What follows belongs to an exercise in optimizing a design on an open flow for small area; a production flow would make more cautious choices.
In this exercise RTL edits were held to simulation tests only and were not proved equivalent to the original.
No activity file was given, so power comes from the tool's default toggle rates.

===== run.sh =====
#!/bin/bash
# synth_recipe.tcl (not shown) runs the flow's synth.tcl, then flattens the netlist and writes it again
# the make line also repeats each setting of config.mk as NAME=value (left out here)
make -C /OpenROAD-flow-scripts/flow DESIGN_CONFIG=/design/flow/config.mk WORK_HOME=/design/flow/orfs CLKGATE_MAP_FILE= SYNTH_SCRIPT=/design/flow/synth_recipe.tcl finish

===== design.v =====
package box_overlay_pkg;
    typedef struct packed {
        logic [8-1:0] red;
        logic [8-1:0] green;
        logic [8-1:0] blue;
    } rgb_t;
    typedef struct packed {
        logic vsync;
        logic href;
        logic clken;
        rgb_t pixel;
    } video_beat_t;
    typedef struct packed {
        logic               valid;    
        logic [10-1:0] y_max;
        logic [10-1:0] x_max;
        logic [10-1:0] y_min;
        logic [10-1:0] x_min;   
    } box_rect_t;
    typedef struct packed {
        logic [10-1:0] x;
        logic [10-1:0] y;
    } pixel_pos_t;
endpackage
`timescale 1ns/1ps
module pixel_position
#(
    parameter int H_DISP = 640,
    parameter int V_DISP = 480
)
(
    input  logic                         sys_clk,
    input  logic                         sys_rst_n,
    input  box_overlay_pkg::video_beat_t beat,
    output box_overlay_pkg::pixel_pos_t  pos,
    output box_overlay_pkg::pixel_pos_t  pos_nxt,
    output logic                         x_adv,     
    output logic                         x_clr,     
    output logic                         y_adv,     
    output logic                         y_clr,     
    output logic                         armed
);
    localparam logic [10-1:0] X_LAST = 10'(H_DISP - 1);
    localparam logic [10-1:0] Y_END  = 10'(V_DISP);
    logic x_last;
    logic y_last;
    assign x_last = (pos.x == X_LAST);
    assign y_last = &pos.y;
    assign x_adv = beat.vsync && beat.clken && !x_last;
    assign x_clr = !beat.vsync || (beat.clken && x_last);
    assign y_adv = beat.vsync && beat.clken && x_last && !y_last;
    assign y_clr = !beat.vsync || (beat.clken && x_last && y_last);
    always_comb
    begin
        pos_nxt = pos;
        if (x_clr)
            pos_nxt.x = '0;
        else if (x_adv)
            pos_nxt.x = pos.x + 1'b1;
        if (!beat.vsync)
            pos_nxt.y = '0;
        else if (beat.clken && x_last)
            pos_nxt.y = pos.y + 1'b1;
    end
    always_ff @(posedge sys_clk or negedge sys_rst_n)
    begin
        if (!sys_rst_n)
            pos <= '0;
        else
            pos <= pos_nxt;
    end
    always_ff @(posedge sys_clk or negedge sys_rst_n)
    begin
        if (!sys_rst_n)
            armed <= 1'b0;
        else if (!beat.vsync && pos.y == Y_END && pos.x == '0)
            armed <= 1'b1;
    end
endmodule
`timescale 1ns/1ps
module box_table
(
    input  logic                        sys_clk,
    input  logic                        sys_rst_n,
    input  logic                        cfg_req,
    input  logic [4-1:0]      cfg_addr,
    input  box_overlay_pkg::box_rect_t  cfg_data,
    output logic                        cfg_ack,
    input  box_overlay_pkg::pixel_pos_t pos,
    input  box_overlay_pkg::pixel_pos_t pos_nxt,
    input  logic                        x_adv,
    input  logic                        x_clr,
    input  logic                        y_adv,
    input  logic                        y_clr,
    output logic                        hit
);
    logic                  wr_en;
    logic [3:0]            wpast;
    logic [16-1:0] box_hit;
    assign wr_en = cfg_req && !cfg_ack;
    always_ff @(posedge sys_clk or negedge sys_rst_n)
    begin
        if (!sys_rst_n)
            cfg_ack <= 1'b0;
        else
            cfg_ack <= cfg_req;
    end
    assign wpast[0] = pos_nxt.x > cfg_data.x_min;
    assign wpast[1] = pos_nxt.y > cfg_data.y_min;
    assign wpast[2] = pos_nxt.x > cfg_data.x_max;
    assign wpast[3] = pos_nxt.y > cfg_data.y_max;
    for (genvar i = 0; i < 16; i++)
    begin : g_slot
        box_edge_detect u_slot
        (
            .sys_clk   (sys_clk),
            .sys_rst_n (sys_rst_n),
            .we        (wr_en && cfg_addr == i),
            .wdata     (cfg_data),
            .wpast     (wpast),
            .pos       (pos),
            .x_adv     (x_adv),
            .x_clr     (x_clr),
            .y_adv     (y_adv),
            .y_clr     (y_clr),
            .hit       (box_hit[i])
        );
    end
    assign hit = |box_hit;
endmodule
`timescale 1ns/1ps
module box_edge_detect
(
    input  logic                        sys_clk,
    input  logic                        sys_rst_n,
    input  logic                        we,
    input  box_overlay_pkg::box_rect_t  wdata,
    input  logic [3:0]                  wpast,     
    input  box_overlay_pkg::pixel_pos_t pos,
    input  logic                        x_adv,
    input  logic                        x_clr,
    input  logic                        y_adv,
    input  logic                        y_clr,
    output logic                        hit
);
    logic                valid;
    logic [10-1:0] x_min;
    logic [10-1:0] y_min;
    logic [10-1:0] x_max;
    logic [10-1:0] y_max;
    logic                gx_min;
    logic                gx_max;
    logic                gy_min;
    logic                gy_max;
    logic                ex_min;
    logic                ex_max;
    logic                ey_min;
    logic                ey_max;
    logic                in_x;
    logic                in_y;
    assign ex_min = (pos.x == x_min);
    assign ex_max = (pos.x == x_max);
    assign ey_min = (pos.y == y_min);
    assign ey_max = (pos.y == y_max);
    assign in_x   = gx_min && !gx_max && !ex_max;
    assign in_y   = gy_min && !gy_max && !ey_max;
    assign hit    = valid && (((ey_min || ey_max) && in_x) || ((ex_min || ex_max) && in_y));
    always_ff @(posedge sys_clk or negedge sys_rst_n)
    begin
        if (!sys_rst_n)
            valid <= 1'b0;
        else if (we)
            valid <= wdata.valid;
    end
    always_ff @(posedge sys_clk)
    begin
        if (we)
        begin
            x_min <= wdata.x_min;
            y_min <= wdata.y_min;
            x_max <= wdata.x_max;
            y_max <= wdata.y_max;
        end
    end
    always_ff @(posedge sys_clk)
    begin
        if (we)
        begin
            {gy_max, gx_max, gy_min, gx_min} <= wpast;
        end
        else
        begin
            gx_min <= !x_clr && (gx_min || (x_adv && ex_min));
            gx_max <= !x_clr && (gx_max || (x_adv && ex_max));
            gy_min <= !y_clr && (gy_min || (y_adv && ey_min));
            gy_max <= !y_clr && (gy_max || (y_adv && ey_max));
        end
    end
endmodule
`timescale 1ns/1ps
module overlay_mixer
(
    input  logic                         sys_clk,
    input  logic                         sys_rst_n,
    input  box_overlay_pkg::video_beat_t beat,
    input  logic                         hit_c,
    input  logic                         armed,
    output box_overlay_pkg::video_beat_t post
);
    localparam logic [3*8-1:0] MARK = {8'(255), 8'(0),
                                            8'(0)};
    box_overlay_pkg::video_beat_t beat_d;
    logic                         hit;
    always_ff @(posedge sys_clk or negedge sys_rst_n)
    begin
        if (!sys_rst_n)
        begin
            beat_d <= '0;
            hit    <= 1'b0;
        end
        else
        begin
            beat_d <= beat;
            hit    <= hit_c;
        end
    end
    always_ff @(posedge sys_clk or negedge sys_rst_n)
    begin
        if (!sys_rst_n)
        begin
            post <= '0;
        end
        else
        begin
            post.vsync <= armed && beat_d.vsync;
            post.href  <= armed && beat_d.href;
            post.clken <= armed && beat_d.clken;
            if (armed && hit)
                post.pixel <= MARK;
            else
                post.pixel <= beat_d.pixel;
        end
    end
endmodule
`timescale 1ns/1ps
module box_overlay_top
#(
    parameter int H_DISP = 640,
    parameter int V_DISP = 480
)
(
    input  logic                         sys_clk,
    input  logic                         sys_rst_n,
    input  logic [3*8+2:0]          per,         
    input  logic                         cfg_req,
    input  logic [4-1:0]       cfg_addr,
    input  logic [(4*10+1)-1:0]            cfg_data,    
    output logic                         cfg_ack,
    output logic [3*8+2:0]          post         
);
    box_overlay_pkg::pixel_pos_t  pos;
    box_overlay_pkg::pixel_pos_t  pos_nxt;
    logic                         x_adv;
    logic                         x_clr;
    logic                         y_adv;
    logic                         y_clr;
    logic                         armed;
    logic                         hit_c;
    pixel_position
    #(
        .H_DISP (H_DISP),
        .V_DISP (V_DISP)
    )
    u_pixel_position
    (
        .sys_clk   (sys_clk),
        .sys_rst_n (sys_rst_n),
        .beat      (per),
        .pos       (pos),
        .pos_nxt   (pos_nxt),
        .x_adv     (x_adv),
        .x_clr     (x_clr),
        .y_adv     (y_adv),
        .y_clr     (y_clr),
        .armed     (armed)
    );
    box_table u_box_table
    (
        .sys_clk   (sys_clk),
        .sys_rst_n (sys_rst_n),
        .cfg_req   (cfg_req),
        .cfg_addr  (cfg_addr),
        .cfg_data  (cfg_data),
        .cfg_ack   (cfg_ack),
        .pos       (pos),
        .pos_nxt   (pos_nxt),
        .x_adv     (x_adv),
        .x_clr     (x_clr),
        .y_adv     (y_adv),
        .y_clr     (y_clr),
        .hit       (hit_c)
    );
    overlay_mixer u_overlay_mixer
    (
        .sys_clk   (sys_clk),
        .sys_rst_n (sys_rst_n),
        .beat      (per),
        .hit_c     (hit_c),
        .armed     (armed),
        .post      (post)
    );
endmodule

===== config.mk =====
export PLATFORM = sky130hd
export DESIGN_NAME = box_overlay_top
export DESIGN_NICKNAME = box_overlay_top
export VERILOG_FILES = /design/flow/design.v
export SDC_FILE = /design/flow/constraint.sdc
export NUM_CORES = 4
export LEC_CHECK = 0
export ABC_AREA = 1
export CAP_MARGIN = 20
export CORE_MARGIN = 2
export CORE_UTILIZATION = 40
export SLEW_MARGIN = 20

===== constraint.sdc =====
create_clock -name core_clock -period 5.0 [get_ports {sys_clk}]
set_input_delay 1.0000 -clock core_clock [delete_from_list [all_inputs] [get_ports {sys_clk}]]
set_output_delay 1.0000 -clock core_clock [all_outputs]
set_load 0.01 [all_outputs]

==> flow_metrics.tcl, run 1 <==
set metrics [dict create \
    status "finished clean" \
    top_usage_layer "met2" \
    p_leak_uw 0.01823 \
    dr.pass1.iters 5 \
    max_stage_delay_ns 0.63 \
    synth-seq-cells 797 \
    dieWidth_um 311.3 \
    synthDistinctLibCells 45 \
    io_pins 103 \
    seq_area_frac_synth_pct 60.45 \
    antenna_found_initial 3 \
    die_h_um 311.3 \
    num_vias 26700 \
    crit_path_start_kind "primary input" \
    drtAntennaViolNets 0 \
    crit_type "in2reg" \
    insertion_delay_ns 0.67 \
    hold_path_class "reg2reg" \
    max_freq_mhz 251.2 \
    finalPower_uw 14380 \
    cts_buffers 87 \
    clk_path_buf_depth 3 \
    fin_crit_ns 3.981 \
    cts_hold_buf 0 \
    cts_setup_buffers 0 \
    dr.first_iter.drc_count 2594 \
    grt_use_total_pct 22.35 \
    syn_inst 3934 \
    powerDensity_nw_per_um2 330.5 \
    slew_headroom_pct 35.93 \
    wl_mm 109.3 \
    n_antenna_cell 0 \
    place.gp.congestion 0.8855 \
    fin_setup_tns_ns 0 \
    cts_tree "yes" \
    syn-cell-area_sq_um 37760 \
    crit_required_ns 5.57 \
    arrival_ns 4.55 \
    cts.clk_slew.worst_paths_ns 0.06 \
    setup_violations 0 \
    nFillCells 8630 \
    rows 112 \
    met3_usage_pct 4.765 \
    drv_slew 0 \
    grt_start_max_net_pins 71 \
    synth_warnings 4 \
    syn_to_final_growth_pct 15.27 \
    nNetsFinal 4226 \
    syn_nets 4053 \
    grt_pass1_wl_mm 160.2 \
    crit_slowest_cell "clkdlybuf4s50_1" \
    critical-path-top-delay-family "compound AO/OA/AOI/OAI gates" \
    layout_worst_path_cycle_share_pct 79.62 \
    end_kind "flop" \
    cts.sinks 797 \
    synth_ff_type "edfxtp_1" \
    hpwl_mm 69.58 \
    tightest_slew_ns 0.9588 \
    grt_overflow 0 \
    core_sq_um 93470 \
    use_met1_pct 30.16 \
    initial_core_util_pct 40.40 \
    grt_use_met2_pct 35.35 \
    path_max_fanout 16 \
    finalHoldViolations 0 \
    wl_per_cell_um 20.11 \
    cts_root_buffer "clkbuf_16" \
    viasPerCell 4.913 \
    design.die.area_sq_um 96880 \
    path_cells "clkdlybuf4s50_1 -> inv_1 -> nor2_2 -> nor2_2 -> inv_1 -> a211oi_1 -> ha_1 -> nand3_1 -> nor3_1 -> o21ai_0 -> o2111ai_1 -> nand2_1 -> o21ai_0" \
    io_buffers 102 \
    cts.repair.resized 0 \
    htreeDepth 3 \
    async_flop_share_pct 11.67 \
    max-vdd-ir-drop_uv 276.5 \
    synth_edf_count 640 \
    skew_ns 0.03639 \
    drc 0 \
    grt_setup_unrepaired "false" \
    drv_cap 0 \
    layout-drive-gt1-share_pct 7.799 \
    path_buf_inv 3 \
    grt_pass1_vias 25300 \
    synth_area_per_cell_sq_um 9.599 \
]
## cell usage after synthesis (14+ instances only)
master    number  share of area (%)
o21ai_1       18               0.24
or2_2         26               0.43
nand2_1     1238                 12
buf_4         39               0.78
inv_2         16               0.16
nor2_1       464                4.6
o22ai_1       16               0.27
xor2_1       138                3.2
dfxtp_1       64                3.4
a21oi_1       36               0.48
inv_1        477                4.7
o21ai_0       96                1.3
clkbuf_1      14               0.14
nor3_1        18               0.24
o211ai_1      18               0.36
dfrtp_1       93                6.2
nand3_1      128                1.7
or2_1         14               0.23
ha_1          44                1.5
edfxtp_1     640                 51
buf_2         72               0.95
xnor2_1      203                4.7
nand4_1       17               0.28
## through the flow
| step | setup WS, ns | std cells | hold slack [ns] | utilization, % | instance area (sq um) |
|---|---|---|---|---|---|
| after detailed placement | 0.4581 | 5272 | 0.4184 | 43.48 | 40640 |
| after global placement | 0.5160 | 5272 | 0.4145 | 43.48 | 40640 |
| after floorplan | 1.043 | 3934 | 0.4126 | - | 37760 |
| final | 1.019 | 5434 | 0.4306 | 46.57 | 43530 |
| after global routing | 0.7673 | 5434 | 0.4462 | 46.57 | 43530 |
| after CTS | 1.152 | 5434 | 0.4331 | 46.57 | 43530 |
## layout by cell type, fill, tap and decap left out, types with 3 or more instances in the layout
master / netlist / final
nor2_4: 0 / 16
nor2_1: 464 / 447
clkbuf_8: 0 / 6
clkinv_2: 0 / 15
inv_1: 477 / 477
bufinv_16: 0 / 10
xor2_1: 138 / 138
clkinv_1: 1 / 11
o21ai_1: 18 / 18
o211ai_1: 18 / 18
ha_1: 44 / 44
xnor2_1: 203 / 203
nor3_2: 4 / 4
o21a_1: 3 / 3
nor3_1: 18 / 18
nor4_1: 4 / 4
buf_4: 39 / 108
o22ai_1: 16 / 16
edfxtp_1: 640 / 640
or2_0: 3 / 3
nand4_1: 17 / 17
nand2_1: 1238 / 1238
nand2_2: 3 / 3
or2_2: 26 / 26
o2111ai_1: 3 / 3
dfrtp_2: 0 / 12
inv_2: 16 / 16
or2_1: 14 / 14
clkbuf_16: 0 / 88
buf_12: 0 / 3
dfxtp_1: 64 / 64
nand3_1: 128 / 128
o21ai_0: 96 / 96
a21oi_1: 36 / 36
dfrtp_1: 93 / 81
clkdlybuf4s50_1: 0 / 101
clkbuf_1: 14 / 27
nor2_2: 3 / 4
## cell type report
cell class | count | area (sq um) | area share (%)
clock buffer | 121 | 2386 | 5.482
multi-input combinational | 2515 | 12490 | 28.69
clock inverter | 41 | 503.0 | 1.156
sequential | 797 | 22840 | 52.48
tap | 1254 | 1569 | 3.605
timing repair buffer | 212 | 1882 | 4.323
inverter | 494 | 1854 | 4.260
## sequential cells by signal, summed over array words and instances, names as in the netlist, 16 cells and up
signal / cells
u_pixel_position.pos: 20
u_box_table.g_slot.u_slot.y_max: 160
u_overlay_mixer.beat_d: 27
u_overlay_mixer.post: 27
u_box_table.g_slot.u_slot.x_min: 160
u_box_table.g_slot.u_slot.y_min: 160
u_box_table.g_slot.u_slot.gy_min: 16
u_box_table.g_slot.u_slot.gy_max: 16
u_box_table.g_slot.u_slot.gx_max: 16
u_box_table.g_slot.u_slot.gx_min: 16
u_box_table.g_slot.u_slot.valid: 16
u_box_table.g_slot.u_slot.x_max: 160
## worst reg2reg max path: stages, from the launching register on
cell	delay (ns)
dfrtp_1	0.36
buf_4	0.52
inv_1	0.16
nor3_2	0.27
nand4_2	0.15
nor2_2	0.16
a21oi_1	0.08
a211oi_1	0.51
ha_1	0.26
nand3_1	0.08
nor3_1	0.17
o21ai_0	0.13
o2111ai_1	0.11
nand2_1	0.44
o21ai_0	0.36
## cells by family after synthesis
group	Yosys count	synth area share [%]
flip-flops	797	60.45
adder cells (fa/ha/maj)	44	1.458
buffers and inverters	622	6.869
AND/OR/NAND/NOR	1933	20.41
AO/OA/AOI/OAI	197	2.899
XOR/XNOR	341	7.909
## routing by layer
metal	share of wire (%)	wire length [um]
met3	8.1	8873
met1	43	47450
met5	0.011	12
met2	45	48940
met4	3.7	3989
## report_power, final
group | switching [uW] | internal (uW) | total (uW) | leakage, uW
Combinational | 361 | 173 | 534 | 0.00939
Clock | 2700 | 3870 | 6560 | 0.00142
Sequential | 32.6 | 7250 | 7290 | 0.00742
Total | 3090 | 11300 | 14400 | 0.0182
## worst paths after layout
check                           slack, ns  cells after the start                  startpoint                                   to
worst min-delay path                 0.43                      1  u_overlay_mixer.beat_d[23]             u_overlay_mixer.post[23]
worst min register to register       0.43                      1  u_overlay_mixer.beat_d[23]             u_overlay_mixer.post[23]
max in group asynchronous            3.49                      2                   sys_rst_n             u_pixel_position.pos[17]
min in group asynchronous            0.47                      1                   sys_rst_n              u_overlay_mixer.post[9]
worst max-delay path                 1.02                     13                     per[24]  u_box_table.g_slot[7].u_slot.gx_min
worst max register to register       1.16                     14    u_pixel_position.pos[11]  u_box_table.g_slot[7].u_slot.gx_min
==> run 2: changes to the inputs <==
--- a/config.mk
+++ b/config.mk
@@ -6,5 +6,4 @@
 export NUM_CORES = 4
 export LEC_CHECK = 0
-export ABC_AREA = 1
 export CAP_MARGIN = 20
 export CORE_MARGIN = 2
==> run 2 against run 1 <==
Against the previous run: cell count shrank 30%; global-route usage shrank 0.69 points; combinational power barely moved; still clean on timing, DRC and antenna; first-iteration DRC count shrank 26%; via count is 23% lower; sequential share of layout area grew 4.8 points; die area shrank 8.2%; clock-buffer cell count fell by 10; largest cell class unchanged; design area fell by 8.3%; flip-flop and latch count stayed put.
==> flow_metrics.tcl, run 2 <==
set metrics [dict create \
    synth_area_per_cell_sq_um 14.32 \
    yosysTopAreaCell "edfxtp_1" \
    grt_overflow 0 \
    io_buffers 102 \
    layout_worst_path_cycle_share_pct 82.24 \
    synth.area.top_cells "edfxtp_1, xnor2_1, dfrtp_1" \
    antenna_found_initial 1 \
    synthDistinctLibCells 44 \
    drv_cap 0 \
    setup_violations 0 \
    clk_path_buf_depth 3 \
    crit_slowest_cell "or3_1" \
    max-vdd-ir-drop_uv 272.4 \
    critical-path-top-delay-family "simple AND/OR/NAND/NOR gates" \
    slew_headroom_pct 15.45 \
    powerDensity_nw_per_um2 351.3 \
    syn_to_final_growth_pct 15.22 \
    crit_start "u_pixel_position.pos[10]" \
    drtAntennaViolNets 0 \
    dp.cells 3661 \
    cts_root_buffer "clkbuf_16" \
    crit_required_ns 5.49 \
    cts_hold_buf 0 \
    mostFrequentLayoutCells "edfxtp_1, xnor2_1, nand4_1" \
    hold_path_class "reg2reg" \
    insertion_delay_ns 0.63 \
    end_kind "flop" \
    crit_path_start_kind "flop" \
    initial_core_util_pct 40.48 \
    hpwl_mm 59.26 \
    drc 0 \
    r2r-start "u_pixel_position.pos[10]" \
    htreeDepth 3 \
    crit_type "reg2reg" \
    path_cells "ha_1 -> and4bb_2 -> nand3_1 -> nor2_2 -> nand4_1 -> nor2_1 -> nand2_1 -> xnor2_1 -> and2_1 -> ha_1 -> buf_4 -> nand4_1 -> or3_1 -> a31oi_1 -> o21ai_1" \
    p_clk_share_pct 44.2 \
    grt_start_max_net_pins 54 \
    syn-cell-area_sq_um 34630 \
    mostFrequentLayoutCell "edfxtp_1" \
    place_area_sq_um 37190 \
    place.gp.congestion 0.8821 \
    arrival_ns 4.61 \
    sequentialPowerShare_pct 52.0 \
    fin_crit_ns 4.112 \
    seq_area_frac_synth_pct 65.91 \
    synth_warnings 4 \
    wl_per_cell_um 25.37 \
    cts.clk_slew.worst_paths_ns 0.06 \
    synthTopCellsByCount "edfxtp_1, xnor2_1, nand4_1" \
    cts.sinks 797 \
    utilization_pct 46.64 \
    synth-seq-cells 797 \
    dieWidth_um 298.2 \
    cts_buffers 82 \
    fin_setup_tns_ns 0 \
    grt_use_total_pct 21.66 \
    synth_ff_type "edfxtp_1" \
    grt_setup_unrepaired "false" \
    cts_tree "yes" \
    synth_edf_count 640 \
    skew_ns 0.02432 \
    swShare_pct 20.75 \
    syn_nets 2538 \
    finalHoldViolations 0 \
    status "finished clean" \
    synthMostInstantiatedCell "edfxtp_1" \
    dr.first_iter.drc_count 1917 \
    async_flop_share_pct 11.67 \
    nNetsFinal 2720 \
    dr.pass1.iters 5 \
    min_from "u_overlay_mixer.beat_d[20]" \
    path_buf_inv 1 \
    p_leak_uw 0.01303 \
    grt_pass1_vias 20620 \
    cts.repair.resized 0 \
    max_stage_delay_ns 0.73 \
    design.die.area_sq_um 88950 \
    fin_cells 3813 \
    tightest_slew_ns 1.257 \
    fin_area_sq_um 39900 \
    viasPerCell 5.377 \
    rows 107 \
    syn_inst 2419 \
    wl_mm 96.75 \
    io_pins 103 \
    core_sq_um 85550 \
    die_h_um 298.2 \
    grt_pass1_wl_mm 140.6 \
    max_freq_mhz 243.2 \
    layout-drive-gt1-share_pct 11.73 \
    drv_slew 0 \
    power_switching_uw 2909 \
    power.internal_uw 11110 \
    num_vias 20500 \
    path_max_fanout 32 \
    combPwrFrac_pct 3.8 \
    cts_setup_buffers 0 \
    yosysTopAreaCellShare_pct 55.49 \
]
[run 2: cell count changes in the layout (fill, tap and decap cells not counted), sizes merged, moves of 61 or more]
cell,delta
nor2,-422
nand4,+124
nand2,-1143
xnor2,+318
nand3,-87
nor4,+61
inv,-434
[run 2: cells by family after synthesis]
logic type | Yosys count | share of synthesized area, %
flops | 797 | 65.91
xor+xnor | 656 | 16.72
buf+inv | 180 | 3.071
simple gates | 530 | 9.274
compound gates | 212 | 3.432
fa+ha+maj | 44 | 1.590
[run 2: cell type report]
cell class                      count  area [sq um]
Clock inverter                     40         415.4
Inverter                           61         229.0
Timing Repair Buffer              217          1907
Fill cell                        7507         45650
Tap cell                         1144          1431
Multi-Input combinational cell   1442         10770
Antenna cell                        1         2.502
Clock buffer                      111          2292
Sequential cell                   797         22850
[run 2: metrics by stage]
stage	hold WS (ns)	setup slack [ns]	total power, uW
4_1_cts	0.4327	0.9644	14120
3_5_place_dp	0.4195	0.4769	7959
5_1_grt	0.4416	0.4491	14420
6_report	0.4303	0.8878	14020
2_1_floorplan	0.4084	0.8983	7620
3_3_place_gp	0.4121	0.5106	7947
[run 2: power by group through the flow]
stage | combinational (uW) | clock, uW | sequential (uW)
final | 531 | 6200 | 7290
after global routing | 574 | 6550 | 7290
after CTS | 539 | 6300 | 7280
after detailed placement | 536 | 0 | 7420
after global placement | 527 | 0 | 7420
after floorplan | 195 | 0 | 7420
[run 2: routing by layer]
layer	routed length [um]	global-route usage, %	up-vias
met5	0	0	-
met4	2527	6.341	0
met3	6088	3.471	132
met2	46690	36.01	708
met1	41440	29.29	10540
li1	-	-	9126
[run 2: final timing paths]
| check | endpoint | slack [ns] | depth (start not counted) |
|---|---|---|---|
| max in group asynchronous | u_overlay_mixer.beat_d[5] | 3.53 | 2 |
| hold / removal | u_overlay_mixer.post[20] | 0.43 | 1 |
| hold reg to reg | u_overlay_mixer.post[20] | 0.43 | 1 |
| setup / recovery | u_box_table.g_slot[6].u_slot.gy_min | 0.89 | 15 |
| min in group asynchronous | u_overlay_mixer.post[18] | 0.45 | 1 |
| setup reg to reg | u_box_table.g_slot[6].u_slot.gy_min | 0.89 | 15 |
==> run 3: changes to the inputs <==
--- a/config.mk
+++ b/config.mk
@@ -9,3 +9,5 @@
 export CORE_MARGIN = 2
 export CORE_UTILIZATION = 40
+export CTS_BUF_LIST = sky130_fd_sc_hd__clkbuf_4 sky130_fd_sc_hd__clkbuf_8
+export CTS_CLUSTER_SIZE = 30
 export SLEW_MARGIN = 20
==> run 3 against run 2 <==
Against the previous run: via count increased by 0.85%; clock skew increased by 0.0065 ns; first-iteration DRC count increased by 4.6%; synthesized cell count unchanged; sequential power about the same; design area decreased by 0.14%; clock power decreased by 6.8%; largest cell class unchanged.
==> flow_metrics.tcl, run 3 <==
set metrics [dict create \
    die_h_um 298.2 \
    hpwl_mm 59.26 \
    nNetsFinal 2772 \
    synth.area.top_cells "edfxtp_1, xnor2_1, dfrtp_1" \
    htreeDepth 4 \
    p_leak_uw 0.01311 \
    hold_path_class "in2async" \
    cts_setup_buffers 0 \
    core_sq_um 85550 \
    synth-seq-cells 797 \
    synth_area_per_cell_sq_um 14.32 \
    wl_per_cell_um 25.00 \
    cts_tree "yes" \
    drv_slew 0 \
    cts.clk_slew.worst_paths_ns 0.06 \
    num_vias 20680 \
    mostFrequentLayoutCell "edfxtp_1" \
    design.die.area_sq_um 88950 \
    crit_start "u_pixel_position.pos[10]" \
    dr.pass1.iters 7 \
    grt_pass1_vias 21050 \
    highest_layer "met4" \
    drtAntennaViolNets 0 \
    wl_met3_mm 6.034 \
    crit_required_ns 5.67 \
    crit_type "reg2reg" \
    drv_cap 0 \
    yosysTopAreaCellShare_pct 55.49 \
    io_pins 103 \
    path_max_fanout 32 \
    grt_use_total_pct 21.91 \
    cts_buffers 134 \
    powerDensity_nw_per_um2 341.3 \
    crit_end "u_box_table.g_slot[6].u_slot.gy_min" \
    grt_setup_unrepaired "false" \
    synthDistinctLibCells 44 \
    end_kind "flop" \
    syn_inst 2419 \
    yosysTopAreaCell "edfxtp_1" \
    pre_cts_ws_ns 0.4769 \
    initial_core_util_pct 40.48 \
    wl_mm 97.49 \
    slew_headroom_pct 17.89 \
    max_freq_mhz 244.3 \
    finalPower_uw 13600 \
    rr_worst_depth 15 \
    syn-cell-area_sq_um 34630 \
    fin_crit_ns 4.094 \
    insertion_delay_ns 0.80 \
    status "finished clean" \
    rows 107 \
    syn_to_final_growth_pct 15.05 \
    rr_endpoint "u_box_table.g_slot[6].u_slot.gy_min" \
    synth_ff_type "edfxtp_1" \
    layout-drive-gt1-share_pct 15.21 \
    fin_setup_tns_ns 0 \
    layout_worst_path_cycle_share_pct 81.88 \
    crit_path_start_kind "flop" \
    cts_hold_buf 0 \
    max-vdd-ir-drop_uv 217.1 \
    place.gp.congestion 0.8821 \
    grt_start_max_net_pins 54 \
    dieWidth_um 298.2 \
    cts_root_buffer "clkbuf_8" \
    arrival_ns 4.76 \
    async_flop_share_pct 11.67 \
    mostFrequentLayoutCells "edfxtp_1, xnor2_1, clkbuf_8" \
    synthMostInstantiatedCell "edfxtp_1" \
    setup_violations 0 \
    viasPerCell 5.303 \
    fin_area_sq_um 39850 \
    antenna_found_initial 1 \
    tightest_slew_ns 1.220 \
    r2r-start "u_pixel_position.pos[10]" \
    syn_nets 2538 \
    io_buffers 102 \
    synth_warnings 4 \
    route.met2.wl_mm 47.51 \
    cts.sinks 797 \
    grt_pass1_wl_mm 141.5 \
    dr.first_iter.drc_count 2006 \
    grt_overflow 0 \
    cts.repair.resized 0 \
    seq_area_frac_synth_pct 65.91 \
    place_area_sq_um 37190 \
    clk_path_buf_depth 3 \
    fin_ws_ns 0.9060 \
    synthTopCellsByCount "edfxtp_1, xnor2_1, nand4_1" \
    skew_ns 0.03079 \
    r2r_setup_slack_ns 0.91 \
    drc 0 \
    synth_edf_count 640 \
    wl_met1_mm 41.92 \
    finalHoldViolations 0 \
]
-- run 3: cell counts after synthesis --
No cell type changed its count.
-- run 3: layout make-up --
| type | instances | area [sq um] |
|---|---|---|
| Clock buffer | 194 | 2370 |
| Sequential cell | 797 | 22850 |
| Timing Repair Buffer | 217 | 1907 |
| Tap cell | 1144 | 1431 |
| Inverter | 61 | 229.0 |
| Multi-Input combinational cell | 1442 | 10770 |
| Fill cell | 7549 | 45700 |
| Clock inverter | 43 | 281.5 |
| Antenna cell | 1 | 2.502 |
-- run 3: logic make-up after synthesis --
family | count (synthesis) | synth area share (%)
flops | 797 | 65.91
xor+xnor | 656 | 16.72
buf+inv | 180 | 3.071
simple gates | 530 | 9.274
fa+ha+maj | 44 | 1.590
compound gates | 212 | 3.432
-- run 3: how the worst min path moves through the flow --
| stage | start | endpoint | slack, ns | cells after the start |
|---|---|---|---|---|
| after global placement | u_overlay_mixer.beat_d[20] | u_overlay_mixer.post[20] | 0.41 | 1 |
| after detailed placement | u_overlay_mixer.beat_d[18] | u_overlay_mixer.post[18] | 0.42 | 1 |
| after floorplan | u_overlay_mixer.beat_d[16] | u_overlay_mixer.post[16] | 0.41 | 1 |
| final | sys_rst_n | u_overlay_mixer.beat_d[17] | 0.30 | 1 |
| after global routing | sys_rst_n | u_overlay_mixer.post[20] | 0.33 | 1 |
| after CTS | sys_rst_n | u_overlay_mixer.beat_d[17] | 0.28 | 1 |
-- run 3: per-layer routing --
layer,up-vias,global-route usage [%]
met1,10590,29.17
met3,127,4.142
met5,-,0
met4,0,6.616
li1,9261,-
met2,701,36.37
-- run 3: critical path, cell delays in order, from the launching register on --
cell      delay (ns)
dfrtp_2         0.36
ha_1            0.28
and4bb_2        0.30
nand3_1         0.14
nor2_2          0.31
nand4_1         0.22
nor2_1          0.20
nand2_1         0.08
xnor2_1         0.12
and2_1          0.20
ha_1            0.28
buf_4           0.21
nand4_1         0.12
or3_1           0.74
a31oi_1         0.32
o21ai_1         0.09
-- run 3: per-stage QoR --
stage	hold WS, ns	utilization, %	instances
6_report	0.2968	46.58	3899
5_1_grt	0.3260	46.57	3898
4_1_cts	0.2828	46.57	3898
3_5_place_dp	0.4195	43.47	3661
3_3_place_gp	0.4121	43.47	3661
2_1_floorplan	0.4084	-	2419
-- run 3: report_power, final --
part	leakage [uW]	switching (uW)	total [uW]	internal (uW)
combinational	0.00429	350	532	182
clock	0.00141	2660	5780	3120
sequential	0.00741	33.0	7290	7260
==> run 4: changes to the inputs <==
--- a/config.mk
+++ b/config.mk
@@ -8,6 +8,6 @@
 export CAP_MARGIN = 20
 export CORE_MARGIN = 2
-export CORE_UTILIZATION = 40
-export CTS_BUF_LIST = sky130_fd_sc_hd__clkbuf_4 sky130_fd_sc_hd__clkbuf_8
-export CTS_CLUSTER_SIZE = 30
+export CORE_UTILIZATION = 60
+export CTS_BUF_LIST = sky130_fd_sc_hd__clkbuf_8
+export CTS_CLUSTER_SIZE = 20
 export SLEW_MARGIN = 20
==> run 4 against run 3 <==
Against the previous run: still clean on timing, DRC and antenna; worst hold slack improved by 0.043 ns; synthesized area unchanged; power decreased by 3.7%; global-route usage increased by 9.8 points; first-iteration DRC count increased by 9.5%; synthesized cell count unchanged; critical path type is now in2reg.
==> flow_metrics.tcl, run 4 <==
set metrics [dict create \
    status "finished clean" \
    yosysTopAreaCellShare_pct 55.49 \
    dieWidth_um 244.3 \
    max-vdd-ir-drop_uv 278.6 \
    critical-path-top-delay-family "simple AND/OR/NAND/NOR gates" \
    htreeDepth 4 \
    fin_ws_ns 0.9659 \
    synth-seq-cells 797 \
    sequentialPowerShare_pct 55.6 \
    fin_crit_ns 4.034 \
    mostFrequentLayoutCell "edfxtp_1" \
    power_switching_uw 2974 \
    rows 88 \
    initial_core_util_pct 60.37 \
    nNetsFinal 2769 \
    io_pins 103 \
    fin_setup_tns_ns 0 \
    holdWs_ns 0.3398 \
    grt_overflow 0 \
    path_max_fanout 32 \
    grt_start_max_net_pins 64 \
    synth_edf_count 640 \
    drc 0 \
    slew_headroom_pct 22.63 \
    skew_ns 0.04067 \
    syn_nets 2538 \
    place_area_sq_um 36690 \
    num_vias 20730 \
    max_freq_mhz 247.9 \
    wl_per_cell_um 26.39 \
    arrival_ns 4.70 \
    crit_path_start_kind "primary input" \
    layout_worst_path_cycle_share_pct 80.68 \
    combPwrFrac_pct 4.0 \
    drv_slew 0 \
    grt_use_total_pct 31.67 \
    syn_to_final_growth_pct 12.88 \
    pre_cts_ws_ns 0.2144 \
    dr.first_iter.drc_count 2196 \
    p_leak_uw 0.01312 \
    core_sq_um 57370 \
    insertion_delay_ns 0.80 \
    fin_area_sq_um 39090 \
    drtAntennaViolNets 0 \
    syn_inst 2419 \
    cts_setup_buffers 0 \
    cts_root_buffer "clkbuf_8" \
    p_clk_share_pct 40.4 \
    die_h_um 244.3 \
    cts_tree "yes" \
    cts_buffers 132 \
    path_cells "clkdlybuf4s50_1 -> inv_1 -> nor2_2 -> nand4_1 -> or3_1 -> a21boi_0 -> ha_1 -> nand4_1 -> or3_1 -> a31oi_1 -> o21ai_1" \
    swShare_pct 22.70 \
    synth_ff_type "edfxtp_1" \
    cts.sinks 797 \
    drv_cap 0 \
    viasPerCell 5.892 \
    tightest_slew_ns 1.150 \
    dp.cells 3281 \
    design.die.area_sq_um 59660 \
    synth_area_per_cell_sq_um 14.32 \
    yosysTopAreaCell "edfxtp_1" \
    cts.clk_slew.worst_paths_ns 0.06 \
    synthMostInstantiatedCell "edfxtp_1" \
    grt_setup_unrepaired "false" \
    io_buffers 102 \
    setup_violations 0 \
    synthDistinctLibCells 44 \
    grt_pass1_wl_mm 135.3 \
    async_flop_share_pct 11.67 \
    path_buf_inv 2 \
    wl_mm 92.83 \
    cts.repair.resized 0 \
    layout-drive-gt1-share_pct 13.12 \
    crit_required_ns 5.67 \
    antenna_found_initial 1 \
    dr.pass1.iters 6 \
    max_stage_delay_ns 0.77 \
    cts_hold_buf 0 \
    synth_warnings 4 \
    crit_type "in2reg" \
    syn-cell-area_sq_um 34630 \
    end_kind "flop" \
    finalHoldViolations 0 \
    crit_slowest_cell "or3_1" \
    seq_area_frac_synth_pct 65.91 \
    powerDensity_nw_per_um2 335.1 \
    synth.area.top_cells "edfxtp_1, xnor2_1, dfrtp_1" \
    hold_path_class "in2async" \
    power.internal_uw 10120 \
    synthTopCellsByCount "edfxtp_1, xnor2_1, nand4_1" \
    mostFrequentLayoutCells "edfxtp_1, xnor2_1, clkbuf_8" \
    fin_cells 3518 \
    hpwl_mm 56.35 \
    place.gp.congestion 0.9153 \
    grt_pass1_vias 20500 \
    clk_path_buf_depth 3 \
]
[run 4: cell counts after synthesis]
Identical to the previous run, type by type.
[run 4: area by class of cell]
cell class              instances  area (sq um)
flip-flops and latches        797         22850
fillers                      4160         18270
multi-input cells            1442         10770
clock buffers                 143          1968
repair buffers                216          1874
well taps                     765         957.2
clock inverters                93         435.4
inverters                      61         229.0
diodes                          1         2.502
[run 4: path summary, 6_finish.rpt]
| check | from | cells after the start | slack (ns) | to |
|---|---|---|---|---|
| min in group core_clock | u_overlay_mixer.beat_d[19] | 1 | 0.43 | u_overlay_mixer.post[19] |
| setup / recovery | per[24] | 11 | 0.97 | u_box_table.g_slot[3].u_slot.gy_min |
| hold / removal | sys_rst_n | 1 | 0.34 | u_box_table.cfg_ack |
| setup reg to reg | u_pixel_position.pos[10] | 12 | 0.98 | u_box_table.g_slot[3].u_slot.gy_min |
| max in group asynchronous | sys_rst_n | 2 | 3.60 | u_overlay_mixer.beat_d[21] |
| hold reg to reg | u_overlay_mixer.beat_d[19] | 1 | 0.43 | u_overlay_mixer.post[19] |
[run 4: kinds of logic after synthesis]
logic type / count (synthesis) / share of synthesized area (%)
flip-flops: 797 / 65.91
XOR/XNOR: 656 / 16.72
AND/OR/NAND/NOR: 530 / 9.274
AO/OA/AOI/OAI: 212 / 3.432
buffers and inverters: 180 / 3.071
adder cells (fa/ha/maj): 44 / 1.590
[run 4: per-stage QoR]
step,total power [uW],util (%)
floorplan,7620,-
global placement,7932,63.94
detailed placement,7946,63.95
CTS,13180,68.14
global route,13510,68.14
finish,13100,68.14
[run 4: metal layers]
| layer | wire length [um] | GRT usage, % | part of all wire [%] | up-vias |
|---|---|---|---|---|
| met4 | 2671 | 10.87 | 2.9 | 2 |
| li1 | - | - | - | 9247 |
| met2 | 45890 | 52.47 | 49 | 857 |
| met1 | 37500 | 42.19 | 40 | 10450 |
| met5 | 13 | 0 | 0.014 | - |
| met3 | 6756 | 6.157 | 7.3 | 170 |
[run 4: power groups by stage]
stage	Sequential, uW	Clock, uW	Combinational (uW)
after floorplan	7420	0	195
after global placement	7420	0	513
after detailed placement	7420	0	523
after CTS	7290	5370	525
after global routing	7290	5660	561
final	7290	5290	523
==> run 5: changes to the inputs <==
--- a/design.v
+++ b/design.v
@@ -96,5 +96,5 @@
 );
     logic                  wr_en;
-    logic [3:0]            wpast;
+    logic [3:0]            winit;
     logic [16-1:0] box_hit;
     assign wr_en = cfg_req && !cfg_ack;
@@ -106,8 +106,8 @@
             cfg_ack <= cfg_req;
     end
-    assign wpast[0] = pos_nxt.x > cfg_data.x_min;
-    assign wpast[1] = pos_nxt.y > cfg_data.y_min;
-    assign wpast[2] = pos_nxt.x > cfg_data.x_max;
-    assign wpast[3] = pos_nxt.y > cfg_data.y_max;
+    assign winit[0] = (pos_nxt.x > cfg_data.x_min) && (pos_nxt.x <= cfg_data.x_max);
+    assign winit[1] = (pos_nxt.y > cfg_data.y_min) && (pos_nxt.y <= cfg_data.y_max);
+    assign winit[2] = cfg_data.valid && (cfg_data.x_min < cfg_data.x_max);
+    assign winit[3] = cfg_data.valid && (cfg_data.y_min < cfg_data.y_max);
     for (genvar i = 0; i < 16; i++)
     begin : g_slot
@@ -118,5 +118,5 @@
             .we        (wr_en && cfg_addr == i),
             .wdata     (cfg_data),
-            .wpast     (wpast),
+            .winit     (winit),
             .pos       (pos),
             .x_adv     (x_adv),
@@ -136,5 +136,5 @@
     input  logic                        we,
     input  box_overlay_pkg::box_rect_t  wdata,
-    input  logic [3:0]                  wpast,     
+    input  logic [3:0]                  winit,     
     input  box_overlay_pkg::pixel_pos_t pos,
     input  logic                        x_adv,
@@ -144,32 +144,34 @@
     output logic                        hit
 );
-    logic                valid;
     logic [10-1:0] x_min;
     logic [10-1:0] y_min;
     logic [10-1:0] x_max;
     logic [10-1:0] y_max;
-    logic                gx_min;
-    logic                gx_max;
-    logic                gy_min;
-    logic                gy_max;
+    logic                hx;
+    logic                hy;
+    logic                fx;
+    logic                fy;
     logic                ex_min;
     logic                ex_max;
     logic                ey_min;
     logic                ey_max;
-    logic                in_x;
-    logic                in_y;
     assign ex_min = (pos.x == x_min);
     assign ex_max = (pos.x == x_max);
     assign ey_min = (pos.y == y_min);
     assign ey_max = (pos.y == y_max);
-    assign in_x   = gx_min && !gx_max && !ex_max;
-    assign in_y   = gy_min && !gy_max && !ey_max;
-    assign hit    = valid && (((ey_min || ey_max) && in_x) || ((ex_min || ex_max) && in_y));
+    assign hit    = (hx && (ey_min || ey_max) && fx && !ex_max) ||
+                    (hy && (ex_min || ex_max) && fy && !ey_max);
     always_ff @(posedge sys_clk or negedge sys_rst_n)
     begin
         if (!sys_rst_n)
-            valid <= 1'b0;
+        begin
+            hx <= 1'b0;
+            hy <= 1'b0;
+        end
         else if (we)
-            valid <= wdata.valid;
+        begin
+            hx <= winit[2];
+            hy <= winit[3];
+        end
     end
     always_ff @(posedge sys_clk)
@@ -187,12 +189,11 @@
         if (we)
         begin
-            {gy_max, gx_max, gy_min, gx_min} <= wpast;
+            fx <= winit[0];
+            fy <= winit[1];
         end
         else
         begin
-            gx_min <= !x_clr && (gx_min || (x_adv && ex_min));
-            gx_max <= !x_clr && (gx_max || (x_adv && ex_max));
-            gy_min <= !y_clr && (gy_min || (y_adv && ey_min));
-            gy_max <= !y_clr && (gy_max || (y_adv && ey_max));
+            fx <= !x_clr && (x_adv ? ((fx && !ex_max) || ex_min) : fx);
+            fy <= !y_clr && (y_adv ? ((fy && !ey_max) || ey_min) : fy);
         end
     end
@@ -212,16 +213,16 @@
     box_overlay_pkg::video_beat_t beat_d;
     logic                         hit;
+    logic                         full;
     always_ff @(posedge sys_clk or negedge sys_rst_n)
     begin
         if (!sys_rst_n)
-        begin
-            beat_d <= '0;
-            hit    <= 1'b0;
-        end
+            full <= 1'b0;
         else
-        begin
-            beat_d <= beat;
-            hit    <= hit_c;
-        end
+            full <= 1'b1;
+    end
+    always_ff @(posedge sys_clk)
+    begin
+        beat_d <= beat;
+        hit    <= hit_c;
     end
     always_ff @(posedge sys_clk or negedge sys_rst_n)
@@ -238,6 +239,8 @@
             if (armed && hit)
                 post.pixel <= MARK;
-            else
+            else if (full)
                 post.pixel <= beat_d.pixel;
+            else
+                post.pixel <= '0;
         end
     end
--- a/config.mk
+++ b/config.mk
@@ -8,6 +8,7 @@
 export CAP_MARGIN = 20
 export CORE_MARGIN = 2
-export CORE_UTILIZATION = 60
-export CTS_BUF_LIST = sky130_fd_sc_hd__clkbuf_8
-export CTS_CLUSTER_SIZE = 20
+export CORE_UTILIZATION = 75
+export CTS_BUF_LIST = sky130_fd_sc_hd__clkbuf_16
+export CTS_CLUSTER_DIAMETER = 60
+export CTS_CLUSTER_SIZE = 30
 export SLEW_MARGIN = 20
==> run 5 against run 4 <==
Against the previous run: still clean on timing, DRC and antenna; design area shrank 4.5%; core utilization up 16 points; via count about the same; worst hold slack improved by 0.096 ns; global-route usage is 7.4 points higher; flip-flop and latch count is 15 lower; die area down 22%; register-to-register slack improved by 0.08 ns; setup slack got worse by 0.14 ns.
==> flow_metrics.tcl, run 5 <==
set metrics [dict create \
    synthMostInstantiatedCell "edfxtp_1" \
    wl_mm 89.57 \
    layout_worst_path_cycle_share_pct 83.54 \
    synth_ff_type "edfxtp_1" \
    clk_path_buf_depth 3 \
    syn_nets 2501 \
    htreeDepth 2 \
    antenna_found_initial 1 \
    wl_per_cell_um 28.45 \
    finalHoldViolations 0 \
    cts_buffers 41 \
    cts_hold_buf 0 \
    p_leak_uw 0.01284 \
    grt_setup_unrepaired "false" \
    multi_input_area_sq_um 10460 \
    design.die.area_sq_um 46650 \
    synth_warnings 4 \
    max-vdd-ir-drop_uv 395.1 \
    die_h_um 216.0 \
    seq_area_frac_synth_pct 66.67 \
    path_max_fanout 16 \
    cts.sinks 782 \
    place.gp.congestion 0.9561 \
    dr.pass1.iters 6 \
    max_freq_mhz 239.4 \
    grt_use_total_pct 39.02 \
    drv_cap 0 \
    dr.first_iter.drc_count 2595 \
    cts_tree "yes" \
    drc 0 \
    slew_headroom_pct 9.245 \
    cts_setup_buffers 0 \
    synthDistinctLibCells 53 \
    viasPerCell 6.580 \
    arrival_ns 4.70 \
    fin_crit_ns 4.177 \
    nFillCells 2133 \
    cts_root_buffer "clkbuf_16" \
    finalPower_uw 11760 \
    io_pins 103 \
    syn_inst 2364 \
    n_antenna_cell 0 \
    yosysTopAreaCell "edfxtp_1" \
    rows 77 \
    tightest_slew_ns 1.349 \
    syn_to_final_growth_pct 10.78 \
    grt_pass1_wl_mm 131.4 \
    initial_core_util_pct 76.05 \
    syn-cell-area_sq_um 33700 \
    synthTopCellsByCount "edfxtp_1, xnor2_1, xor2_1" \
    insertion_delay_ns 0.61 \
    fin_setup_tns_ns 0 \
    seq_area_sq_um 22500 \
    io_buffers 102 \
    crit_required_ns 5.52 \
    async_flop_share_pct 10.49 \
    grt_pass1_vias 21150 \
    crit_type "in2reg" \
    dieWidth_um 216.0 \
    core_sq_um 44320 \
    crit_path_start_kind "primary input" \
    nNetsFinal 2660 \
    synth-seq-cells 782 \
    cts.clk_slew.worst_paths_ns 0.10 \
    grt_start_max_net_pins 49 \
    mostFrequentLayoutCell "edfxtp_1" \
    end_kind "flop" \
    drv_slew 0 \
    grt_overflow 0 \
    fin_cells 3148 \
    drtAntennaViolNets 0 \
    hpwl_mm 56.00 \
    hold_path_class "reg2reg" \
    cts.repair.resized 0 \
    yosysTopAreaCellShare_pct 57.02 \
    skew_ns 0.02639 \
    synth_edf_count 640 \
    setup_violations 0 \
    synth_area_per_cell_sq_um 14.26 \
    dp.cells 3072 \
    status "finished clean" \
    num_vias 20710 \
    synth.area.top_cells "edfxtp_1, xnor2_1, dfrtp_1" \
    powerDensity_nw_per_um2 315.1 \
    layout-drive-gt1-share_pct 9.429 \
    mostFrequentLayoutCells "edfxtp_1, xnor2_1, xor2_1" \
]
## run 5: kinds of logic (layout without fill, tap and decap cells)
| group | Yosys count | count (layout) | synth area share, % |
|---|---|---|---|
| buffers and inverters | 170 | 362 | 2.350 |
| other | 1 | 1 | 0.01113 |
| flip-flops | 782 | 782 | 66.67 |
| AO/OA/AOI/OAI | 181 | 181 | 3.642 |
| XOR/XNOR | 658 | 658 | 17.10 |
| adder cells (fa/ha/maj) | 62 | 62 | 2.302 |
| AND/OR/NAND/NOR | 508 | 508 | 7.863 |
| multiplexers | 2 | 2 | 0.05940 |
## run 5: worst paths after layout
check                                                  endpoint  cells past startpoint  slack (ns)                       start
worst min-delay path                   u_overlay_mixer.post[19]                      2        0.44  u_overlay_mixer.beat_d[19]
max in group asynchronous              u_pixel_position.pos[18]                      2        3.53                   sys_rst_n
worst max-delay path            u_box_table.g_slot[9].u_slot.fy                     17        0.82                     per[24]
min in group asynchronous       u_box_table.g_slot[5].u_slot.hx                      1        0.45                   sys_rst_n
worst max register to register  u_box_table.g_slot[9].u_slot.fy                     16        1.06    u_pixel_position.pos[12]
worst min register to register         u_overlay_mixer.post[19]                      2        0.44  u_overlay_mixer.beat_d[19]
## run 5: stage by stage
step	setup slack [ns]	utilization [%]	hold slack, ns	cell area, sq um
finish	0.8231	84.25	0.4358	37340
global route	0.6711	84.25	0.4552	37340
CTS	0.8976	84.24	0.4401	37330
detailed placement	0.3255	80.95	0.4201	35880
global placement	0.3826	80.94	0.4135	35870
floorplan	1.086	-	0.4107	33700
## run 5: worst max-delay path, stage by stage
cell             delay, ns
clkdlybuf4s50_1       0.58
inv_1                 0.13
nor2_1                0.22
buf_4                 0.22
nand2_1               0.10
nor2_1                0.15
nand4_1               0.14
xnor2_1               0.18
and2_1                0.24
ha_1                  0.31
nand4_1               0.14
nor3_1                0.10
a2111oi_4             0.32
a31oi_1               0.06
or3_1                 0.37
buf_4                 0.23
o22ai_1               0.19
## run 5: layer usage
layer	track usage [%]	share of wire (%)	vias to the layer above
met3	6.230	9.9	299
li1	-	-	8777
met1	50.24	35	10270
met2	65.09	49	1366
met5	0	0.015	-
met4	20.00	5.5	2
## run 5: power by group
part	switching (uW)	internal (uW)	leakage, uW
clock	2220	1750	0.000696
combinational	377	207	0.00484
sequential	56.6	7150	0.00731
## run 5: area by class of cell
class	instances	area share (%)
well taps	592	1.984
repair buffers	221	5.214
flip-flops and latches	782	60.25
multi-input cells	1412	28.00
inverters	65	0.6534
clock inverters	33	1.015
clock buffers	43	2.882
==> run 6: changes to the inputs <==
--- a/config.mk
+++ b/config.mk
@@ -8,7 +8,6 @@
 export CAP_MARGIN = 20
 export CORE_MARGIN = 2
-export CORE_UTILIZATION = 75
-export CTS_BUF_LIST = sky130_fd_sc_hd__clkbuf_16
-export CTS_CLUSTER_DIAMETER = 60
-export CTS_CLUSTER_SIZE = 30
+export CORE_UTILIZATION = 60
+export CTS_BUF_LIST = sky130_fd_sc_hd__clkbuf_8
+export CTS_CLUSTER_SIZE = 20
 export SLEW_MARGIN = 20
==> run 6 against run 5 <==
Against the previous run: critical path type unchanged; largest cell class unchanged; core utilization shrank 15 points; cell count is 9.6% higher; first-iteration DRC count decreased by 29%; register-to-register slack got worse by 0.25 ns; design area up 2.5%; synthesized area unchanged; global-route usage decreased by 7.8 points; via count shrank 2.8%; power up 7.7%; non-clock buffer count down 5; still clean on timing, DRC and antenna.
==> flow_metrics.tcl, run 6 <==
set metrics [dict create \
    max_freq_mhz 235.3 \
    layout_worst_path_cycle_share_pct 85.01 \
    cts_setup_buffers 0 \
    arrival_ns 4.90 \
    wl_per_cell_um 25.78 \
    p_leak_uw 0.01332 \
    path_cells "clkdlybuf4s50_1 -> inv_1 -> nor2_1 -> nand3_1 -> nor2_1 -> nand3_1 -> xnor2_1 -> and2_1 -> ha_1 -> a21o_1 -> a21o_2 -> a2111oi_4 -> a31oi_1 -> or3_1 -> o22ai_1" \
    wl_mm 88.92 \
    utilization_pct 69.17 \
    hpwl_mm 54.73 \
    yosysTopAreaCellShare_pct 57.02 \
    synthDistinctLibCells 53 \
    io_buffers 102 \
    htreeDepth 3 \
    status "finished clean" \
    core_sq_um 55310 \
    synth-seq-cells 782 \
    max-vdd-ir-drop_uv 283.1 \
    crit_type "in2reg" \
    fin_ws_ns 0.7497 \
    fin_setup_tns_ns 0 \
    tightest_slew_ns 1.133 \
    syn_inst 2364 \
    syn_nets 2501 \
    dr.first_iter.drc_count 1836 \
    synth_warnings 4 \
    cts_root_buffer "clkbuf_8" \
    grt_pass1_vias 19970 \
    setup_violations 0 \
    cts_buffers 120 \
    clk_path_buf_depth 3 \
    path_max_fanout 16 \
    crit_slowest_cell "or3_1" \
    mostFrequentLayoutCell "edfxtp_1" \
    yosysTopAreaCell "edfxtp_1" \
    insertion_delay_ns 0.74 \
    synth_area_per_cell_sq_um 14.26 \
    seq_area_frac_synth_pct 66.67 \
    crit_path_start_kind "primary input" \
    drtAntennaViolNets 0 \
    dieWidth_um 241.0 \
    drv_cap 0 \
    cts.repair.resized 0 \
    synth_ff_type "edfxtp_1" \
    crit_start "per[24]" \
    pre_cts_ws_ns 0.03656 \
    finalHoldViolations 0 \
    synthTopCellsByCount "edfxtp_1, xnor2_1, xor2_1" \
    grt_use_total_pct 31.27 \
    cts_tree "yes" \
    grt_overflow 0 \
    fin_crit_ns 4.250 \
    slew_headroom_pct 23.75 \
    antenna_found_initial 1 \
    synth_edf_count 640 \
    num_vias 20140 \
    dr.pass1.iters 5 \
    cts.sinks 782 \
    synth.area.top_cells "edfxtp_1, xnor2_1, dfrtp_1" \
    powerDensity_nw_per_um2 331.3 \
    nNetsFinal 2734 \
    cts.clk_slew.worst_paths_ns 0.07 \
    layout-drive-gt1-share_pct 11.56 \
    crit_required_ns 5.65 \
    grt_start_max_net_pins 50 \
    hold_path_class "in2async" \
    async_flop_share_pct 10.49 \
    max_stage_delay_ns 0.73 \
    path_buf_inv 2 \
    die_h_um 241.0 \
    place.gp.congestion 0.9192 \
    drc 0 \
    syn-cell-area_sq_um 33700 \
    initial_core_util_pct 60.94 \
    mostFrequentLayoutCells "edfxtp_1, xnor2_1, xor2_1" \
    rows 86 \
    io_pins 103 \
    drv_slew 0 \
    r2r-start "u_pixel_position.pos[17]" \
    viasPerCell 5.840 \
    cts_hold_buf 0 \
    end_kind "flop" \
    grt_pass1_wl_mm 129.8 \
    synthMostInstantiatedCell "edfxtp_1" \
    design.die.area_sq_um 58080 \
    critical-path-top-delay-family "simple AND/OR/NAND/NOR gates" \
    skew_ns 0.04251 \
    syn_to_final_growth_pct 13.51 \
    grt_setup_unrepaired "false" \
]
[run 6: cell count changes in the layout (fill, tap and decap cells not counted), sizes merged]
cell,previous run,this run
buf,120,115
clkbuf,43,129
clkinv,13,56
clkinvlp,4,3
diode,0,2
inv,80,100
[run 6: worst reg2reg max path: stages (launching register included)]
cell       delay (ns)
dfrtp_2          0.40
nor3b_2          0.25
nand4_4          0.17
nor2_1           0.31
nand3_1          0.12
nor2_1           0.25
nand3_1          0.13
xnor2_1          0.16
and2_1           0.22
ha_1             0.30
a21o_1           0.16
a21o_2           0.22
a2111oi_4        0.33
a31oi_1          0.06
or3_1            0.73
o22ai_1          0.33
[run 6: layer usage]
| metal | vias up | track usage [%] | wire length [um] |
|---|---|---|---|
| met5 | - | 0 | 0 |
| met4 | 0 | 10.87 | 2572 |
| met3 | 146 | 4.701 | 5873 |
| met2 | 793 | 51.55 | 43130 |
| met1 | 10210 | 42.79 | 37340 |
| li1 | 8990 | - | - |
[run 6: cells by family after synthesis]
kind of cell               count (synthesis)  share of synthesized area [%]
AOI/OAI and AO/OA                        181                          3.642
and+or+nand+nor                          508                          7.863
adders and majority gates                 62                          2.302
muxes                                      2                        0.05940
DFF                                      782                          66.67
buffers and inverters                    170                          2.350
other                                      1                        0.01113
xor gates and xnor gates                 658                          17.10
[run 6: power by group]
| part | switching [uW] | internal (uW) |
|---|---|---|
| combinational | 376 | 206 |
| clock | 2450 | 2430 |
| sequential | 51.4 | 7170 |
| total | 2880 | 9800 |
[run 6: worst paths after layout]
check | endpoint | slack (ns) | cells after the start
max | u_box_table.g_slot[6].u_slot.fy | 0.75 | 15
min | u_box_table.g_slot[12].u_slot.hx | 0.31 | 1
max in group asynchronous | u_pixel_position.pos[11] | 3.63 | 2
max reg2reg | u_box_table.g_slot[6].u_slot.fy | 0.81 | 15
min in group core_clock | u_overlay_mixer.post[20] | 0.42 | 2
min reg2reg | u_overlay_mixer.post[20] | 0.42 | 2
[run 6: through the flow]
stage | power, uW | cell area (sq um) | hold slack [ns] | std cells
floorplan | 7578 | 33700 | 0.4107 | 2364
global placement | 7914 | 36040 | 0.4162 | 3223
detailed placement | 7933 | 36040 | 0.4169 | 3223
CTS | 12740 | 38250 | 0.3007 | 3447
global route | 13090 | 38260 | 0.3380 | 3448
finish | 12670 | 38260 | 0.3101 | 3449
[run 6: cell type report]
class,count,area [sq um]
Multi-Input combinational cell,1412,10470
Fill cell,4000,17050
Clock buffer,129,1775
Clock inverter,95,434.2
Sequential cell,782,22500
Tap cell,748,935.9
Antenna cell,2,5.005
Inverter,65,244.0
Timing Repair Buffer,216,1899
==> run 7: changes to the inputs <==
==> flow/run.sh (new file) <==
#!/bin/bash
# The standard layout (the standard.sh, standard synthesis unchanged) with two
# changes: the port buffers are the smallest buffer, and clock tree synthesis adds
# no dummy loads. Each port still gets its own buffer.
set -euo pipefail
export BUFFER_PORTS_ARGS="-buffer_cell sky130_fd_sc_hd__buf_1"
export CTS_ARGS="-sink_clustering_enable -repair_clock_nets -dont_use_dummy_load -buf_list sky130_fd_sc_hd__clkbuf_16 -sink_clustering_size 30 -sink_clustering_max_diameter 60"
bash standard.sh > standard.log 2>&1
==> standard.sh (new file) <==
#!/bin/bash
# synth_recipe.tcl (not shown) runs the flow's synth.tcl, then flattens the netlist and writes it again
# the make line also repeats each setting of config.mk as NAME=value (left out here)
make -C /OpenROAD-flow-scripts/flow DESIGN_CONFIG=/design/flow/config.mk WORK_HOME=/design/flow/orfs CLKGATE_MAP_FILE= SYNTH_SCRIPT=/design/flow/synth_recipe.tcl "${@:-finish}"
--- a/config.mk
+++ b/config.mk
@@ -8,6 +8,7 @@
 export CAP_MARGIN = 20
 export CORE_MARGIN = 2
-export CORE_UTILIZATION = 60
-export CTS_BUF_LIST = sky130_fd_sc_hd__clkbuf_8
-export CTS_CLUSTER_SIZE = 20
+export CORE_UTILIZATION = 75
+export CTS_BUF_LIST = sky130_fd_sc_hd__clkbuf_16
+export CTS_CLUSTER_DIAMETER = 60
+export CTS_CLUSTER_SIZE = 30
 export SLEW_MARGIN = 20
removed: run.sh
==> run 7 against run 6 <==
Against the previous run: still clean; wire length fell by 4.7%; combinational power fell by about 10%; synthesized area did not move; worst hold slack improved by 0.12 ns; synthesized cell count did not move; non-clock buffer count fell by 9; largest cell class unchanged; largest power group unchanged; clock skew barely moved; global-route usage rose by 5.4 points; fmax fell by 0.66%.
==> flow_metrics.tcl, run 7 <==
set metrics [dict create \
    place.gp.congestion 0.9396 \
    die_h_um 216.0 \
    wl_per_cell_um 27.34 \
    powerDensity_nw_per_um2 306.1 \
    drv_slew 0 \
    seq_area_frac_synth_pct 66.67 \
    crit_path_start_kind "flop" \
    arrival_ns 4.78 \
    cts_tree "yes" \
    nFillCells 2341 \
    n_antenna_cell 0 \
    drv_cap 0 \
    grt_pass1_wl_mm 124.0 \
    layout_worst_path_cycle_share_pct 85.57 \
    fin_setup_tns_ns 0 \
    skew_ns 0.04227 \
    slew_headroom_pct 19.63 \
    drc 0 \
    antenna_found_initial 0 \
    max_stage_delay_ns 0.75 \
    io_pins 103 \
    cts.sinks 782 \
    holdWs_ns 0.4297 \
    cts_setup_buffers 0 \
    drtAntennaViolNets 0 \
    cts.repair.resized 0 \
    tightest_slew_ns 1.195 \
    mostFrequentLayoutCells "edfxtp_1, xnor2_1, xor2_1" \
    syn_to_final_growth_pct 7.595 \
    setup_violations 0 \
    syn-cell-area_sq_um 33700 \
    nNetsFinal 2646 \
    rr_worst_depth 15 \
    synthTopCellsByCount "edfxtp_1, xnor2_1, xor2_1" \
    finalHoldViolations 0 \
    min_path_cells 2 \
    mostFrequentLayoutCell "edfxtp_1" \
    synth_ff_type "edfxtp_1" \
    dieWidth_um 216.0 \
    hpwl_mm 53.28 \
    status "finished clean" \
    synth-compound-area-share_pct 3.642 \
    synth-seq-cells 782 \
    crit_required_ns 5.50 \
    synthMuxAreaShare_pct 0.05940 \
    synthDistinctLibCells 53 \
    clk_path_buf_depth 3 \
    cts_hold_buf 0 \
    synth_edf_count 640 \
    grt_start_max_net_pins 52 \
    path_cells "nor3b_2 -> nand4_4 -> nor2_1 -> nand3_1 -> nor2_1 -> nand3_1 -> xnor2_1 -> and2_1 -> ha_1 -> a21o_1 -> a21o_2 -> a2111oi_4 -> a31oi_1 -> or3_1 -> o22ai_1" \
    synth_area_per_cell_sq_um 14.26 \
    io_buffers 102 \
    num_vias 20120 \
    core_sq_um 44320 \
    grt_pass1_vias 20030 \
    cts_root_buffer "clkbuf_16" \
    syn_inst 2364 \
    dr.pass1.iters 6 \
    layout-drive-gt1-share_pct 7.898 \
    synth_warnings 4 \
    seq_area_sq_um 22500 \
    htreeDepth 2 \
    yosysTopAreaCell "edfxtp_1" \
    grt_overflow 0 \
    syn_nets 2501 \
    cts.clk_slew.worst_paths_ns 0.09 \
    synth_top_family_by_area "XOR/XNOR gates" \
    multi_input_area_sq_um 10470 \
    fin_crit_ns 4.279 \
    grt_use_total_pct 36.68 \
    dr.first_iter.drc_count 2261 \
    cts_buffers 41 \
    insertion_delay_ns 0.61 \
    viasPerCell 6.494 \
    grt_setup_unrepaired "false" \
    end_kind "flop" \
    hold_path_class "reg2reg" \
    max_freq_mhz 233.7 \
    design.die.area_sq_um 46650 \
    synthXorXnorAreaFrac_pct 17.10 \
    max-vdd-ir-drop_uv 429.5 \
    initial_core_util_pct 76.05 \
    crit_slowest_cell "or3_1" \
    synthMostInstantiatedCell "edfxtp_1" \
    path_max_fanout 16 \
    p_leak_uw 0.01233 \
    yosys.area_share.simple_pct 7.863 \
    yosysTopAreaCellShare_pct 57.02 \
    synth.area.top_cells "edfxtp_1, xnor2_1, dfrtp_1" \
    rows 77 \
    wl_mm 84.73 \
    async_flop_share_pct 10.49 \
    crit_type "reg2reg" \
    synthAdderAreaFrac_pct 2.302 \
]
run 7: cell type report:
type,count,share of cell area [%]
inverter,65,0.6728
sequential,782,62.04
clock buffer,41,2.829
timing repair buffer,207,3.537
tap,592,2.043
multi-input combinational,1412,28.88
run 7: critical path, delay by kind of cell, from the launching register on:
| kind | cells | cell delay [ns] |
|---|---|---|
| compound gates | 5 | 1.08 |
| flops | 1 | 0.40 |
| xor+xnor | 1 | 0.15 |
| fa+ha+maj | 1 | 0.31 |
| simple gates | 8 | 2.26 |
run 7: cells by family (layout without fill, tap and decap cells):
group	after synthesis	count (layout)
mux	2	2
xor+xnor	658	658
compound gates	181	181
other cells	1	1
simple gates	508	508
buf+inv	170	313
fa+ha+maj	62	62
flops	782	782
run 7: power breakdown:
group,switching [uW],total (uW),internal [uW],leakage [uW]
combinational,368,524,155,0.00451
clock,1900,3370,1470,0.000505
sequential,54.3,7210,7150,0.00731
total,2320,11100,8780,0.0123
run 7: worst paths after layout:
check,start,to,slack [ns]
max in group asynchronous,sys_rst_n,u_pixel_position.pos[10],3.41
hold / removal,u_overlay_mixer.beat_d[17],u_overlay_mixer.post[17],0.43
setup reg to reg,u_pixel_position.pos[17],u_box_table.g_slot[6].u_slot.fy,0.72
hold reg to reg,u_overlay_mixer.beat_d[17],u_overlay_mixer.post[17],0.43
setup / recovery,u_pixel_position.pos[17],u_box_table.g_slot[6].u_slot.fy,0.72
min in group asynchronous,sys_rst_n,u_box_table.g_slot[5].u_slot.hy,0.51
run 7: metrics by stage:
step / setup WS (ns) / area (sq um) / std cells / power (uW) / util (%)
final: 0.7214 / 36260 / 3099 / 11100 / 81.83
after global placement: 0.2927 / 35200 / 3057 / 7841 / 79.42
after detailed placement: 0.2352 / 35220 / 3057 / 7866 / 79.48
after CTS: 0.7631 / 36250 / 3098 / 11090 / 81.79
after global routing: 0.4960 / 36260 / 3099 / 11350 / 81.83
after floorplan: 1.086 / 33700 / 2364 / 7578 / -
run 7: metal layers:
metal / part of all wire (%) / GRT usage (%) / vias up
li1: - / - / 8712
met1: 37 / 49.07 / 9995
met2: 50 / 61.70 / 1202
met3: 9.8 / 5.173 / 215
met4: 3.9 / 14.63 / 0
met5: 0 / 0 / -

## port drivers added, routing unchanged
How much do the figures lean on ideal ports? The routed layouts below were timed once more, with nothing changed but the port constraints.
Step 1, drivers: a clkbuf_16 drives sys_clk and a buf_2 each remaining input, both assumed.
Step 2 adds t to the input delays and takes it off the output delays; t is the mean of the earliest and latest rising clock arrival at the registers after step 1. Input paths then give back, and output paths get back, about the clock's delay inside the block.
Slacks: no drivers / after step 1 / after step 2; pairs: no drivers / after step 1.
run | shift t [ns] | setup WS [ns] | hold slack, ns | worst setup path after step 2 | slew at the worst register clock pin (ns)
run 1 | 0.714 | 1.019 / 1.062 / 0.349 | 0.431 / 0.431 / 0.431 | input to register | 0.06 / 0.06
run 2 | 0.686 | 0.888 / 0.888 / 0.295 | 0.430 / 0.409 / 0.430 | input to register | 0.06 / 0.06
run 3 | 0.838 | 0.906 / 0.906 / 0.329 | 0.297 / 0.265 / 0.429 | input to register | 0.07 / 0.07
run 4 | 0.839 | 0.966 / 0.985 / 0.158 | 0.340 / 0.308 / 0.434 | input to register | 0.07 / 0.07
run 5 | 0.665 | 0.823 / 0.832 / 0.167 | 0.436 / 0.429 / 0.436 | input to register | 0.11 / 0.11
run 6 | 0.780 | 0.750 / 0.685 / -0.094 | 0.310 / 0.301 / 0.419 | input to register | 0.07 / 0.07
run 7 | 0.650 | 0.721 / 0.721 / 0.117 | 0.430 / 0.430 / 0.430 | input to register | 0.11 / 0.11
Met with ideal ports but missed after step 2: setup timing in run 6. The setup slack of run 6, which loses most, moves by -0.065 ns with the drivers and by -0.844 ns with both steps.
